What follows belongs to an exercise in optimizing a design on an open flow for small area, a short achievable clock period and few clock cycles per item; a production flow would make more cautious choices. In this exercise RTL edits were held to simulation tests only and were not proved equivalent to the original. Power figures rest on the tool's default switching activity, not on a simulated workload.

## red
Design gf_mul_top, start of the top module:
module gf_mul_top
#(
   parameter logic [31:0] FIELD_POLY = 32'h0000_008D
) (
   input  logic        clk,
   input  logic        rst,
   input  logic        wb_cyc_i,
   input  logic        wb_stb_i,
   input  logic        wb_we_i,
   input  logic [3:0]  wb_adr_i,
   input  logic [31:0] wb_dat_i,
   output logic        wb_ack_o,
   output logic [31:0] wb_dat_o
);
make LEC_CHECK=0 CAP_MARGIN=20 CORE_MARGIN=2 CORE_UTILIZATION=40 SETUP_SLACK_MARGIN=0.7 SLEW_MARGIN=20 finish   # period 3.0 ns
run.sh (not shown) runs the stock make flow with config.mk's settings and CLKGATE_MAP_FILE= SYNTH_SCRIPT=/design/flow/synth_recipe.tcl, a recipe that flattens the netlist after the stock synthesis.
Testbench counts of red, summed over its fixed seeds: cycles 14,352, items 3,200.
Relative to red, the following input files were edited for blue:
- removing SETUP_SLACK_MARGIN (formerly 0.7)
- changing CORE_UTILIZATION from 40 to 60
==> flow/flow/run.sh (new file) <==
#!/bin/bash
# The standard layout, with the input and output port buffers made from plain buf cells
set -euo pipefail
bash standard.sh "BUFFER_PORTS_ARGS=-buffer_cell sky130_fd_sc_hd__buf_4" finish > make_finish.log 2>&1
==> flow/standard.sh (new file) <==
#!/bin/bash
# synth_recipe.tcl (not shown) runs the flow's synth.tcl, then flattens the netlist and writes it again
# the make line also repeats each setting of config.mk as NAME=value (left out here)
make -C /OpenROAD-flow-scripts/flow DESIGN_CONFIG=/design/flow/config.mk WORK_HOME=/design/flow/orfs CLKGATE_MAP_FILE= SYNTH_SCRIPT=/design/flow/synth_recipe.tcl "${@:-finish}"
removed: flow/run.sh
[summary]
- No stage failed in blue, and the final checks on the layout all came back clean.
- Largest net degree at the start of global routing sits higher in blue than in red.
- Relative to red, met2 wire length has decreased by 21% in blue.
- blue vs. red: wire length of the first global-routing pass moved down; wire length after detailed routing moved down; final cell count without fillers moved down.


Setup of build 41:
gf_mul_top, a different RTL version from the one above (not shown whole).
For scale: about 74 I/O pins.
export LEC_CHECK = 0
export CAP_MARGIN = 20
export CORE_MARGIN = 2
export CORE_UTILIZATION = 40
export SLEW_MARGIN = 20
create_clock -name core_clock -period 3.0 [get_ports {clk}]
standard.sh (not shown) runs the stock make flow with config.mk's settings and CLKGATE_MAP_FILE= SYNTH_SCRIPT=/design/flow/synth_recipe.tcl, a recipe that flattens the netlist after the stock synthesis.
==> flow/flow/run.sh <==
#!/bin/bash
# The standard layout, with the input and output port buffers made from plain buf cells
set -euo pipefail
bash standard.sh "BUFFER_PORTS_ARGS=-buffer_cell sky130_fd_sc_hd__buf_4" finish > make_finish.log 2>&1
Build 41: all stages complete, timing, DRC and antenna checks passed
Testbench counts of build 41, summed over its fixed seeds: cycles 11,152, items 3,200.
Input changes introduced in build 61 (baseline for comparison: build 41):
- CORE_UTILIZATION changed from 40 to 55
- SETUP_SLACK_MARGIN newly set to 0.3
==> flow/flow/run.sh <==
#!/bin/bash
# The standard layout, with two changes: the input and output port buffers are made from
# plain buf cells, and a222oi (which the library has in one drive strength only, so timing
# repair cannot size it up) is added to the platform's don't-use list.
set -euo pipefail
DONT_USE="sky130_fd_sc_hd__probe_p_8 sky130_fd_sc_hd__probec_p_8 sky130_fd_sc_hd__lpflow_bleeder_1 sky130_fd_sc_hd__lpflow_clkbufkapwr_1 sky130_fd_sc_hd__lpflow_clkbufkapwr_16 sky130_fd_sc_hd__lpflow_clkbufkapwr_2 sky130_fd_sc_hd__lpflow_clkbufkapwr_4 sky130_fd_sc_hd__lpflow_clkbufkapwr_8 sky130_fd_sc_hd__lpflow_clkinvkapwr_1 sky130_fd_sc_hd__lpflow_clkinvkapwr_16 sky130_fd_sc_hd__lpflow_clkinvkapwr_2 sky130_fd_sc_hd__lpflow_clkinvkapwr_4 sky130_fd_sc_hd__lpflow_clkinvkapwr_8 sky130_fd_sc_hd__lpflow_decapkapwr_12 sky130_fd_sc_hd__lpflow_decapkapwr_3 sky130_fd_sc_hd__lpflow_decapkapwr_4 sky130_fd_sc_hd__lpflow_decapkapwr_6 sky130_fd_sc_hd__lpflow_decapkapwr_8 sky130_fd_sc_hd__lpflow_inputiso0n_1 sky130_fd_sc_hd__lpflow_inputiso0p_1 sky130_fd_sc_hd__lpflow_inputiso1n_1 sky130_fd_sc_hd__lpflow_inputiso1p_1 sky130_fd_sc_hd__lpflow_inputisolatch_1 sky130_fd_sc_hd__lpflow_isobufsrc_1 sky130_fd_sc_hd__lpflow_isobufsrc_16 sky130_fd_sc_hd__lpflow_isobufsrc_2 sky130_fd_sc_hd__lpflow_isobufsrc_4 sky130_fd_sc_hd__lpflow_isobufsrc_8 sky130_fd_sc_hd__lpflow_isobufsrckapwr_16 sky130_fd_sc_hd__lpflow_lsbuf_lh_hl_isowell_tap_1 sky130_fd_sc_hd__lpflow_lsbuf_lh_hl_isowell_tap_2 sky130_fd_sc_hd__lpflow_lsbuf_lh_hl_isowell_tap_4 sky130_fd_sc_hd__lpflow_lsbuf_lh_isowell_4 sky130_fd_sc_hd__lpflow_lsbuf_lh_isowell_tap_1 sky130_fd_sc_hd__lpflow_lsbuf_lh_isowell_tap_2 sky130_fd_sc_hd__lpflow_lsbuf_lh_isowell_tap_4 sky130_fd_sc_hd__a222oi_1"
bash standard.sh "BUFFER_PORTS_ARGS=-buffer_cell sky130_fd_sc_hd__buf_4" "DONT_USE_CELLS=$DONT_USE" finish > make_finish.log 2>&1
--- outcome ---
Build 61 completed every stage of the flow, and the final layout passed the timing, DRC and antenna checks. Compared build 61 vs build 41, and count of clock-buffer cells in the layout is up in build 61. A highest-delay cell along the critical path of sky130_fd_sc_hd__or4b_4 is what build 61 shows, while sky130_fd_sc_hd__dfxtp_1 belongs to build 41. The switching fraction of total power in build 61 sits 0.30 points below the value recorded for build 41. The more densely filled core belongs to build 61, not build 41. Summary of build 61 over build 41: routed wire length now sits lower; worst setup slack +160 ps; cell area +83 um2; hold slack comparable. Relative to build 41, combinational power decreased by about 0.5% in build 61. Build 41 and build 61 ended up with roughly the same area growth from synthesis to layout.
## Diff of input files: build 74 against build 61
- CORE_UTILIZATION now 40, was 55
--- outcome ---
- Build 74 vs. build 61: transition time at the pin with the least slew margin shows a reduction of 29 ps, top fanout value on the critical path went down, via count level.
- Total iterations of the first detailed-routing run up 1 in build 74 wrt build 61
- The lower wire length of the first global-routing pass of build 61 and build 74 is in build 61.
- Post-route total power went up slightly going from build 61 to build 74.
- Summary of build 74 over build 61: design area increased by 280 um2 relative to the old numbers, sequential cell power closely matched the old numbers, die area increased by about 37% relative to the old numbers.
Setup changes, build 74 to build 1
- changing SETUP_SLACK_MARGIN from 0.3 to 0.45
--- outcome ---
Summary: with build 74 as the reference, area of all placed cells without fillers in build 1 moved up by a few percent. [build 1] via count rose 2.0% relative to build 74. Taking build 74 as the reference point, the arrival time of the worst setup path of build 1 falls by 30 ps. Against build 74, build 1 comes in 1 lower on cell depth of the worst flop-to-flop path. Across both runs, footprint of the flip-flops and latches was higher for build 1 than for build 74. Looking at switching share of total power across build 1 and build 74, the one that comes out lower is build 1. Summary of the comparison: worst setup slack is higher in build 1, relative to build 74. First-pass GRT wire length, build 1 and build 74, higher one = build 1. Build 1 vs. build 74: routed wire length grew by 3.0%, number of standard cells in the final layout excluding fillers grew by 29, proportion of power drawn by combinational gates shrank by 0.9 points.


gf_mul_top again, from the RTL that the note above started with.
clock: 3.0 ns
lec_check: 0
cap_margin: 20
core_margin: 2
core_utilization: 40
setup_slack_margin: 0.3
slew_margin: 20
==> flow/flow/run.sh <==
#!/bin/bash
# The standard layout, with the input and output port buffers made from plain buf cells
set -euo pipefail
bash standard.sh "BUFFER_PORTS_ARGS=-buffer_cell sky130_fd_sc_hd__buf_4" finish > make_finish.log 2>&1
Testbench counts at the start, summed over its fixed seeds: cycles 11,152, items 3,200.
Then changed:
- SETUP_SLACK_MARGIN: 0.3 -> 0.15
Wire length shrinks by 3.7%.
Clock skew is about the same.
Register-to-register slack degrades by 110 ps.
Via count shrinks by 1.9%.
Then changed:
- SETUP_SLACK_MARGIN: 0.15 -> 0.45
Outcome:
- via count rose by about 2.4%
- fmax climbs by about 1.6%
- design area grows by 4.9%
- clock-buffer cell count went up by 1
Then changed:
- CAP_MARGIN: 20 -> 0
- CORE_UTILIZATION: 40 -> 55
- SETUP_SLACK_MARGIN: 0.45 -> unset
- SLEW_MARGIN: 20 -> 0
- utilization went up by 15 points
- maximum frequency came out lower by a few percent
- power falls slightly
- worst hold slack is worse by 3.2 ps
- sequential power is about the same
- critical path depth is lower by 1
- final cell count goes down by a few percent
- synthesized area is unchanged
Then changed:
==> flow/flow/run.sh (replaced) <==
#!/bin/bash
# The standard layout, with two changes: the input and output port buffers are made from
# plain buf cells, and a222oi (which the library has in one drive strength only, so timing
# repair cannot size it up) is added to the platform's don't-use list.
set -euo pipefail
DONT_USE="sky130_fd_sc_hd__probe_p_8 sky130_fd_sc_hd__probec_p_8 sky130_fd_sc_hd__lpflow_bleeder_1 sky130_fd_sc_hd__lpflow_clkbufkapwr_1 sky130_fd_sc_hd__lpflow_clkbufkapwr_16 sky130_fd_sc_hd__lpflow_clkbufkapwr_2 sky130_fd_sc_hd__lpflow_clkbufkapwr_4 sky130_fd_sc_hd__lpflow_clkbufkapwr_8 sky130_fd_sc_hd__lpflow_clkinvkapwr_1 sky130_fd_sc_hd__lpflow_clkinvkapwr_16 sky130_fd_sc_hd__lpflow_clkinvkapwr_2 sky130_fd_sc_hd__lpflow_clkinvkapwr_4 sky130_fd_sc_hd__lpflow_clkinvkapwr_8 sky130_fd_sc_hd__lpflow_decapkapwr_12 sky130_fd_sc_hd__lpflow_decapkapwr_3 sky130_fd_sc_hd__lpflow_decapkapwr_4 sky130_fd_sc_hd__lpflow_decapkapwr_6 sky130_fd_sc_hd__lpflow_decapkapwr_8 sky130_fd_sc_hd__lpflow_inputiso0n_1 sky130_fd_sc_hd__lpflow_inputiso0p_1 sky130_fd_sc_hd__lpflow_inputiso1n_1 sky130_fd_sc_hd__lpflow_inputiso1p_1 sky130_fd_sc_hd__lpflow_inputisolatch_1 sky130_fd_sc_hd__lpflow_isobufsrc_1 sky130_fd_sc_hd__lpflow_isobufsrc_16 sky130_fd_sc_hd__lpflow_isobufsrc_2 sky130_fd_sc_hd__lpflow_isobufsrc_4 sky130_fd_sc_hd__lpflow_isobufsrc_8 sky130_fd_sc_hd__lpflow_isobufsrckapwr_16 sky130_fd_sc_hd__lpflow_lsbuf_lh_hl_isowell_tap_1 sky130_fd_sc_hd__lpflow_lsbuf_lh_hl_isowell_tap_2 sky130_fd_sc_hd__lpflow_lsbuf_lh_hl_isowell_tap_4 sky130_fd_sc_hd__lpflow_lsbuf_lh_isowell_4 sky130_fd_sc_hd__lpflow_lsbuf_lh_isowell_tap_1 sky130_fd_sc_hd__lpflow_lsbuf_lh_isowell_tap_2 sky130_fd_sc_hd__lpflow_lsbuf_lh_isowell_tap_4 sky130_fd_sc_hd__a222oi_1"
bash standard.sh "BUFFER_PORTS_ARGS=-buffer_cell sky130_fd_sc_hd__buf_4" "DONT_USE_CELLS=$DONT_USE" finish > make_finish.log 2>&1
- CAP_MARGIN: 0 -> 20
- CORE_UTILIZATION: 55 -> 40
- SETUP_SLACK_MARGIN: unset -> 0.6
- SLEW_MARGIN: 0 -> 20
After rerunning: Final area grows by 15%. Sequential power stays flat. Core utilization is lower by 11 points. Clock power fell by about 6%. Setup slack is better by 160 ps. Wire length goes up by 7.8%.


## sierra
gf_mul_top with an RTL version that a note above also has.
Size: about 2000 cells after synthesis, ~130 flip-flops, about 74 I/O pins.
export LEC_CHECK = 0
export CAP_MARGIN = 20
export CORE_MARGIN = 2
export CORE_UTILIZATION = 40
export SLEW_MARGIN = 20
create_clock -name core_clock -period 3.0 [get_ports {clk}]
==> flow/flow/run.sh <==
#!/bin/bash
# The standard layout, with the input and output port buffers made from plain buf cells
set -euo pipefail
bash standard.sh "BUFFER_PORTS_ARGS=-buffer_cell sky130_fd_sc_hd__buf_4" finish > make_finish.log 2>&1
sierra finished all stages; the layout is clean.
Testbench counts of sierra, summed over its fixed seeds: cycles 14,352, items 3,200.
Changes in onyx relative to sierra:
==> flow/run.sh (new file) <==
#!/bin/bash
# synth_recipe.tcl (not shown) runs the flow's synth.tcl, then flattens the netlist and writes it again
# the make line also repeats each setting of config.mk as NAME=value (left out here)
make -C /OpenROAD-flow-scripts/flow DESIGN_CONFIG=/design/flow/config.mk WORK_HOME=/design/flow/orfs CLKGATE_MAP_FILE= SYNTH_SCRIPT=/design/flow/synth_recipe.tcl finish
removed: flow/flow/run.sh
removed: flow/standard.sh
==> comparison <==
Compare onyx and sierra | power lower: sierra. From sierra to onyx the numbers moved as follows: layout overhead on the synthesized area up 8.7 points, routed wire length has increased, actual slew at the worst max-slew pin shows a reduction of 74 ps.
### onyx -> juniper
- SETUP_SLACK_MARGIN: unset -> 0.6
==> flow/flow/run.sh (new file) <==
#!/bin/bash
# The standard layout, with the input and output port buffers made from plain buf cells
set -euo pipefail
bash standard.sh "BUFFER_PORTS_ARGS=-buffer_cell sky130_fd_sc_hd__buf_4" finish > make_finish.log 2>&1
==> flow/standard.sh (new file) <==
#!/bin/bash
# synth_recipe.tcl (not shown) runs the flow's synth.tcl, then flattens the netlist and writes it again
# the make line also repeats each setting of config.mk as NAME=value (left out here)
make -C /OpenROAD-flow-scripts/flow DESIGN_CONFIG=/design/flow/config.mk WORK_HOME=/design/flow/orfs CLKGATE_MAP_FILE= SYNTH_SCRIPT=/design/flow/synth_recipe.tcl "${@:-finish}"
removed: flow/run.sh
==> comparison <==
- onyx → juniper: net load switching power climbed about 5.4%, cell count climbed 74, total power climbed about 5.5%.
- Slew of the pin with the lowest slew margin, onyx and juniper, higher one = juniper.
- Number of hold-slack violations in the final timing report delta (juniper -> onyx): insignificant
- Compared to onyx, the router laid down more metal wire for juniper.
- Critical path depth ends up higher on onyx.
- Changes observed in juniper relative to onyx: cell area power density dropped 22 nW/µm²; total global routing track utilization climbed 1.1 points.
- Looking at number of clock buffers in the layout, juniper sits 3 above onyx.
Setup changes, juniper to nickel
- SETUP_SLACK_MARGIN now 0.3, was 0.6
Findings:
Against juniper, nickel reports a share of total power in combinational logic that is lower. Going from juniper to nickel, design area went down 17%, core utilization went down 9.7 points, worst setup slack went down 39 ps, global-route usage went down 3.8 points, starting utilization of the core area held.

[re-timing with driven ports]
The flow's constraints put no driver on any port. The routed layouts listed below were extracted and timed again, unchanged, in two steps.
Step 1 (the two cells are an assumption about what drives the block):
set clk [get_ports {clk}]
set_driving_cell -lib_cell sky130_fd_sc_hd__clkbuf_16 $clk
set_driving_cell -lib_cell sky130_fd_sc_hd__buf_2 [delete_from_list [all_inputs] $clk]
Step 2 also shifts input and output timing later by t, the mid clock arrival at the registers, as if the neighbouring blocks saw the same clock.
a / b / c = ideal / step 1 / step 2; a / b = the first two.
| run | shift t [ns] | slack for setup (ns) | slew at the worst register clock pin (ns) | pins driven straight from the clock port |
|---|---|---|---|---|
| red | 0.483 | 0.224 / 0.175 / 0.099 | 0.07 / 0.07 | 1 |
| blue | 0.473 | 0.117 / 0.070 / 0.172 | 0.08 / 0.08 | 1 |
| build 41 | 0.489 | 0.141 / 0.089 / 0.154 | 0.07 / 0.07 | 1 |
| build 61 | 0.488 | 0.298 / 0.271 / 0.104 | 0.06 / 0.06 | 1 |
| build 74 | 0.488 | 0.317 / 0.266 / 0.125 | 0.07 / 0.07 | 1 |
| build 1 | 0.493 | 0.350 / 0.301 / 0.026 | 0.07 / 0.07 | 1 |
| the first run of note 3 | 0.495 | 0.277 / 0.226 / 0.150 | 0.07 / 0.07 | 1 |
| the second run of note 3 | 0.490 | 0.257 / 0.232 / 0.154 | 0.07 / 0.07 | 1 |
| the third run of note 3 | 0.486 | 0.301 / 0.237 / 0.102 | 0.08 / 0.08 | 1 |
| the fourth run of note 3 | 0.489 | 0.177 / 0.130 / 0.117 | 0.07 / 0.07 | 1 |
| the fifth run of note 3 | 0.516 | 0.341 / 0.270 / 0.179 | 0.07 / 0.07 | 1 |
| sierra | 0.495 | 0.074 / 0.016 / 0.115 | 0.07 / 0.07 | 1 |
| onyx | 0.474 | 0.065 / 0.013 / -0.291 | 0.08 / 0.08 | 1 |
| juniper | 0.500 | 0.235 / 0.176 / 0.199 | 0.07 / 0.07 | 1 |
| nickel | 0.491 | 0.197 / 0.143 / 0.305 | 0.07 / 0.07 | 1 |
With both steps, setup timing fails in onyx, where it was met with ideal ports. For onyx, which loses most, drivers alone change the setup slack by -0.052 ns; drivers and shift together by -0.356 ns.
